Source: an optimization exercise on an open RTL-to-GDS flow (aim: small area and a short achievable clock period). Production flows keep margins and buffers that such runs may drop.
Function was checked by simulation only, so behaviour that the tests miss may differ from the original.
Power figures rest on the tool's default switching activity, not on a simulated workload.

v6:
// equalizerTop
module equalizerTop (
    input  logic S_AXI_ACLK,
    input  logic S_AXI_ARESETN,
    input  logic [5:0] S_AXI_AWADDR,
    input  logic S_AXI_AWVALID,
    output logic S_AXI_AWREADY,
    input  logic [31:0] S_AXI_WDATA,
    input  logic S_AXI_WVALID,
    output logic S_AXI_WREADY,
    output logic [1:0] S_AXI_BRESP,
    output logic S_AXI_BVALID,
    input  logic S_AXI_BREADY,
    input  logic [5:0] S_AXI_ARADDR,
    input  logic S_AXI_ARVALID,
    output logic S_AXI_ARREADY,
    output logic [31:0] S_AXI_RDATA,
    output logic [1:0] S_AXI_RRESP,
    output logic S_AXI_RVALID,
    input  logic S_AXI_RREADY,
    input  logic [207:0] bandIn,       
    input  logic bandValid,
    output logic [15:0] dacWord,
    output logic dacChannel,
    output logic dacValid
);
    logic [numBands*sampleWidth-1:0] gains;      
    logic                            mixValid;
    axiLiteGainRegs gainRegs (
        .S_AXI_ACLK    (S_AXI_ACLK),
        .S_AXI_ARESETN (S_AXI_ARESETN),
        .S_AXI_AWADDR  (S_AXI_AWADDR),
        .S_AXI_AWVALID (S_AXI_AWVALID),
        .S_AXI_AWREADY (S_AXI_AWREADY),
        .S_AXI_WDATA   (S_AXI_WDATA),
        .S_AXI_WVALID  (S_AXI_WVALID),
        .S_AXI_WREADY  (S_AXI_WREADY),
        .S_AXI_BRESP   (S_AXI_BRESP),
        .S_AXI_BVALID  (S_AXI_BVALID),
        .S_AXI_BREADY  (S_AXI_BREADY),
        .S_AXI_ARADDR  (S_AXI_ARADDR),
        .S_AXI_ARVALID (S_AXI_ARVALID),
        .S_AXI_ARREADY (S_AXI_ARREADY),
        .S_AXI_RDATA   (S_AXI_RDATA),
        .S_AXI_RRESP   (S_AXI_RRESP),
        .S_AXI_RVALID  (S_AXI_RVALID),
        .S_AXI_RREADY  (S_AXI_RREADY),
        .gains         (gains)
    );
    bandMixer mixer (
        .S_AXI_ACLK    (S_AXI_ACLK),
        .S_AXI_ARESETN (S_AXI_ARESETN),
        .bandIn        (bandIn),
        .bandValid     (bandValid),
        .gains         (gains),
        .dacWord       (dacWord),
        .mixValid      (mixValid),
        .dacValid      (dacValid)
    );
    dacSampleFormatter formatter (
        .S_AXI_ACLK    (S_AXI_ACLK),
        .S_AXI_ARESETN (S_AXI_ARESETN),
        .mixValid      (mixValid),
        .dacChannel    (dacChannel)
    );
endmodule
Size in the first run: about 9400 cells after synthesis, ~990 flip-flops, roughly 320 I/O pins.
export LEC_CHECK = 0
export CAP_MARGIN = 20
export CORE_MARGIN = 2
export CORE_UTILIZATION = 60
export CTS_BUF_LIST = sky130_fd_sc_hd__clkbuf_8
export SLEW_MARGIN = 20
export SYNTH_HIERARCHICAL = 1
export SYNTH_MINIMUM_KEEP_SIZE = 0
create_clock -name core_clock -period 10.0 [get_ports {S_AXI_ACLK}]
standard.sh (not shown) runs the stock make flow with config.mk's settings and CLKGATE_MAP_FILE= SYNTH_SCRIPT=/design/flow/synth_recipe.tcl, a recipe that flattens the netlist after the stock synthesis.
==> flow/flow/run.sh <==
#!/bin/bash
set -euo pipefail
SETUP_MARGIN=5.9
bash standard.sh "SETUP_SLACK_MARGIN=${SETUP_MARGIN}" \
    "BUFFER_PORTS_ARGS=-buffer_cell sky130_fd_sc_hd__buf_2" \
    finish > standard.log 2>&1
v6 finished every stage and its layout cleared the timing, DRC and antenna checks.
Changes in v7 relative to v6:
- CTS_BUF_LIST removed (was sky130_fd_sc_hd__clkbuf_8)
==> flow/flow/run.sh <==
#!/bin/bash
set -euo pipefail
SETUP_MARGIN=6.3
bash standard.sh "SETUP_SLACK_MARGIN=${SETUP_MARGIN}" \
    "BUFFER_PORTS_ARGS=-buffer_cell sky130_fd_sc_hd__buf_2" \
    finish > standard.log 2>&1
--- outcome ---
Compared with v6, in v7 non-clock buffer count up 85%; flip-flop and latch share of the layout cell area down 1.4 points; routability congestion estimate up about 4%; cell-internal power up about 2.4%; count of cell instances traversed by the critical path up 3. v6 reports its start point of the critical path as bandIn[15] while v7 reports mixer.r1[129]$_DFF_P_.

## port drivers added, routing unchanged
How much do the figures lean on ideal ports? The routed layouts below were timed once more, with nothing changed but the port constraints. Step 1, drivers: a clkbuf_16 drives S_AXI_ACLK and a buf_2 each remaining input, both assumed. Step 2 also shifts input and output timing later by t, the mid clock arrival at the registers, as if the neighbouring blocks saw the same clock. Slacks: no drivers / after step 1 / after step 2; pairs: no drivers / after step 1.
run | shift t [ns] | setup WS [ns] | latest minus earliest clock arrival (ns)
v6 | 1.098 | 5.722 / 5.795 / 4.697 | 0.098 / 0.098
v7 | 0.877 | 5.913 / 5.913 / 5.307 | 0.049 / 0.049
After both steps setup and hold are still met in every run listed. For v6, which loses most, drivers alone change the setup slack by +0.073 ns; drivers and shift together by -1.025 ns.
